This design comes from an exercise in tuning for a short achievable clock period and few clock cycles per item on the open sky130 flow, not from production work. Only simulation tests tie the RTL to the original design; equivalence was not proved. Power figures rest on the tool's default switching activity, not on a simulated workload.

==> run E: inputs <==
==> flow/design.v (excerpt) <==
module processor (
    input  logic                            Clock,
    input  logic                            nReset,
    output logic [cpuPkg::addrWidth-1:0]    InstrAddr,
    input  logic [cpuPkg::dataWidth-1:0]    InstrMem,
    output logic [cpuPkg::addrWidth-1:0]    MemAddr,
    output logic [cpuPkg::dataWidth-1:0]    WriteData,
    output logic                            MemRead,
    output logic                            MemWrite,
    input  logic [cpuPkg::dataWidth-1:0]    MemData,
    input  logic [cpuPkg::regAddrWidth-1:0] RegAddr,
    output logic [cpuPkg::dataWidth-1:0]    RegData
);
    localparam int bhtSize = 1 << bhtBits;
    localparam int hw      = dataWidth / 2;
    typedef struct packed {
        logic                    isAddu, isSubu, isAnd, isOr, isSlt;
        logic                    isLw, isSw, useImm, condBr;
        logic                    writes, needRs, needRt;
        logic [regAddrWidth-1:0] dest;
    } decT;
    function automatic decT decode(input logic [dataWidth-1:0] w);
        logic [5:0] op, fn;
        logic       isR, isAddiu;
        decT        d;
        op = w[31:26];
        fn = w[5:0];
        isR            = op == opRType;
        isAddiu        = op == opAddiu;
        d.isAddu  = isR && fn == fnAddu;
        d.isSubu  = isR && fn == fnSubu;
        d.isAnd   = isR && fn == fnAnd;
  ...
==> flow/config.mk <==
export PLATFORM = sky130hd
export DESIGN_NAME = processor
export DESIGN_NICKNAME = processor
export VERILOG_FILES = /design/flow/design.v
export SDC_FILE = /design/flow/constraint.sdc
export NUM_CORES = 4
export LEC_CHECK = 0
export CAP_MARGIN = 20
export CORE_MARGIN = 2
export CORE_UTILIZATION = 40
export SETUP_SLACK_MARGIN = 2.0
export SLEW_MARGIN = 20
export TNS_END_PERCENT = 10
==> flow/constraint.sdc <==
create_clock -name core_clock -period 4.5 [get_ports {Clock}]
set_input_delay 0.9000 -clock core_clock [delete_from_list [all_inputs] [get_ports {Clock}]]
set_output_delay 0.9000 -clock core_clock [all_outputs]
set_load 0.01 [all_outputs]
run.sh (not shown) runs the stock make flow with config.mk's settings and CLKGATE_MAP_FILE= SYNTH_SCRIPT=/design/flow/synth_recipe.tcl, a recipe that flattens the netlist after the stock synthesis.
==> inputs of run P, as changes to run E <==
--- a/flow/design.v
+++ b/flow/design.v
@@ -111,17 +111,17 @@
     logic                    e1UseImm;
     logic                    e1PredT;
     logic [addrWidth-1:0]    e1AltPc, e1AltPcP4;
     logic [bhtBits-1:0]      e1BhtIdx;
     logic [regAddrWidth-1:0] e1Dest;
     logic [dataWidth-1:0]    a1, b1, r1;      
     logic [hw-1:0]           x1, gA1, pA1, gS1, pS1;    
     logic                    fE2A, fWA, fE2R, fWR;    
-    logic                    e2Write, e2Load, e2Branch;
+    logic                    e2Write, e2Load, e2Store, e2Branch;
     logic                    e2Add, e2Sub, e2And, e2Or, e2Slt;
     logic                    e2PredT;
     logic [addrWidth-1:0]    e2AltPc, e2AltPcP4;
     logic [bhtBits-1:0]      e2BhtIdx;
     logic [regAddrWidth-1:0] e2Dest;
     logic [dataWidth-1:0]    a2, b2, r2;
     logic [dataWidth-1:0]    x2;              
     logic [hw-1:0]           gA2, pA2, gS2, pS2;    
@@ -217,38 +217,43 @@
         if (e1And) resLo = resLo | gA1;
         if (e1Or)  resLo = resLo | pA1;
     end
     always_ff @(posedge Clock or negedge nReset)
     begin
         if (!nReset)
         begin
             e2Write  <= 1'b0;
+            e2Load   <= 1'b0;
+            e2Store  <= 1'b0;
             e2Branch <= 1'b0;
             MemRead  <= 1'b0;
             MemWrite <= 1'b0;
         end
         else if (mispredict)
         begin
             e2Write  <= 1'b0;                 
+            e2Load   <= 1'b0;
+            e2Store  <= 1'b0;
             e2Branch <= 1'b0;
             MemRead  <= 1'b0;
             MemWrite <= 1'b0;
         end
         else
         begin
             e2Write  <= e1Write;
+            e2Load   <= e1Load;
+            e2Store  <= e1Store;
             e2Branch <= e1Branch;
             MemRead  <= e1Load;
             MemWrite <= e1Store;
         end
     end
     always_ff @(posedge Clock)
     begin
-        e2Load    <= e1Load;
         e2Add     <= e1Add;
         e2Sub     <= e1Sub;
         e2And     <= e1And;
         e2Or      <= e1Or;
         e2Slt     <= e1Slt;
         e2PredT   <= e1PredT;
         e2AltPc   <= e1AltPc;
         e2AltPcP4 <= e1AltPcP4;
@@ -394,47 +399,43 @@
     logic [addrWidth-1:0] predPc, predPcP4, altPc, altPcP4;
     logic [bhtBits-1:0]   fIdx;
     decT                  fDec;
     assign fDec = decode(InstrMem);
     assign InstrAddr = pc;
     assign fOp     = InstrMem[31:26];
     assign fBeq    = fOp == opBeq;
     assign fUncond = InstrMem[25:21] == InstrMem[20:16];
-    logic [bhtBits-1:0] fIdxN;
-    assign fIdx    = ~fIdxN;
+    assign fIdx    = pc[bhtBits+1:2];
     assign fPredT  = fBeq && (fUncond || predBit[fIdx]);
     assign off      = {InstrMem[addrWidth-3:0], 2'b00};
     assign off4     = {InstrMem[addrWidth-3:0] + (addrWidth-2)'(1), 2'b00};
     assign pcP8     = pcP4 + addrWidth'(4);
     assign target   = pcP4  + off;
     assign targetP4 = pcP4  + off4;
     assign predPc   = fPredT ? target   : pcP4;
     assign predPcP4 = fPredT ? targetP4 : pcP8;
     assign altPc    = fPredT ? pcP4     : target;
     assign altPcP4  = fPredT ? pcP8     : targetP4;
     always_ff @(posedge Clock or negedge nReset)
     begin
         if (!nReset)
         begin
-            pc    <= addrWidth'(0);
-            pcP4  <= addrWidth'(4);
-            fIdxN <= '1;
+            pc   <= addrWidth'(0);
+            pcP4 <= addrWidth'(4);
         end
         else if (mispredict)
         begin
-            pc    <= e2AltPc;
-            pcP4  <= e2AltPcP4;
-            fIdxN <= ~e2AltPc[bhtBits+1:2];
+            pc   <= e2AltPc;
+            pcP4 <= e2AltPcP4;
         end
         else if (!stall)
         begin
-            pc    <= predPc;
-            pcP4  <= predPcP4;
-            fIdxN <= ~predPc[bhtBits+1:2];
+            pc   <= predPc;
+            pcP4 <= predPcP4;
         end
     end
     always_ff @(posedge Clock or negedge nReset)
     begin
         if (!nReset)
             idValid <= 1'b0;
         else if (mispredict)
             idValid <= 1'b0;
==> qor summary <==
WL final: run E 566000 um; run P 548000 um
Non-clock buffer contribution to total cell area: run E 9.67%; run P 9.31%
Area fraction in and, or, nand and nor cells after synthesis: run E 10.5%; run P 10.8%
Sequential Area: run E 56000 um^2; run P 55900 um^2
Num sequential: run E 2106; run P 2100
Result of the run: run E timing/DRC/antenna clean; run P timing/DRC/antenna clean
Total combinational power: run E 0.00905 W; run P 0.00870 W
Wire length of the first global-routing pass: run E 754000 um; run P 731000 um
Net switching share of the total power: run E 29.1%; run P 29.0%
Vias per cell: run E 7.01; run P 7.07
Total core area: run E 257000 um^2; run P 257000 um^2
Met2 track utilization from global routing: run E 58.4%; run P 55.6%
Total standard cell area after synthesis: run E 103000 um^2; run P 103000 um^2
Register-to-register setup slack: run E 1.45 ns; run P 1.49 ns
Launch instance of the worst register-to-register path: run E idInstr[20]$_DFFE_PN_; run P wDest[4]$_DFF_P_
Routed wl met2: run E 229000 um; run P 219000 um
Total GRT Usage: run E 41.3%; run P 39.8%
Testbench counts of run E, summed over its fixed seeds: cycles 26,175, instructions 24,976.
Testbench counts of run P, summed over its fixed seeds: cycles 26,175, instructions 24,976.

-- static timing again, ports no longer ideal --
The results above use ideal ports. As a check the final layouts listed here were re-extracted and re-timed, cells and wires unchanged.
Step 1, drivers: a clkbuf_16 drives Clock and a buf_2 each remaining input, both assumed.
Step 2 times the ports against the registers' clock, not the clock port: input delays grow and output delays shrink by t, the midpoint of the rising clock arrivals with the driver on.
a / b / c = ideal ports / drivers / drivers and shift; a / b = the first two.
| run | t, ns | slack for setup (ns) | worst hold slack (ns) | worst slew at a driven data input, ns | pins driven straight from the clock port |
|---|---|---|---|---|---|
| run E | 0.996 | 1.447 / 1.447 / 0.629 | 0.025 / -0.014 / 0.322 | 0.15 | 1 |
| run P | 1.028 | 1.459 / 1.388 / 0.360 | 0.021 / -0.010 / 0.323 | 0.23 | 1 |
After both steps setup and hold are still met in every run listed. For run P, which loses most, drivers alone change the setup slack by -0.071 ns; drivers and shift together by -1.099 ns.
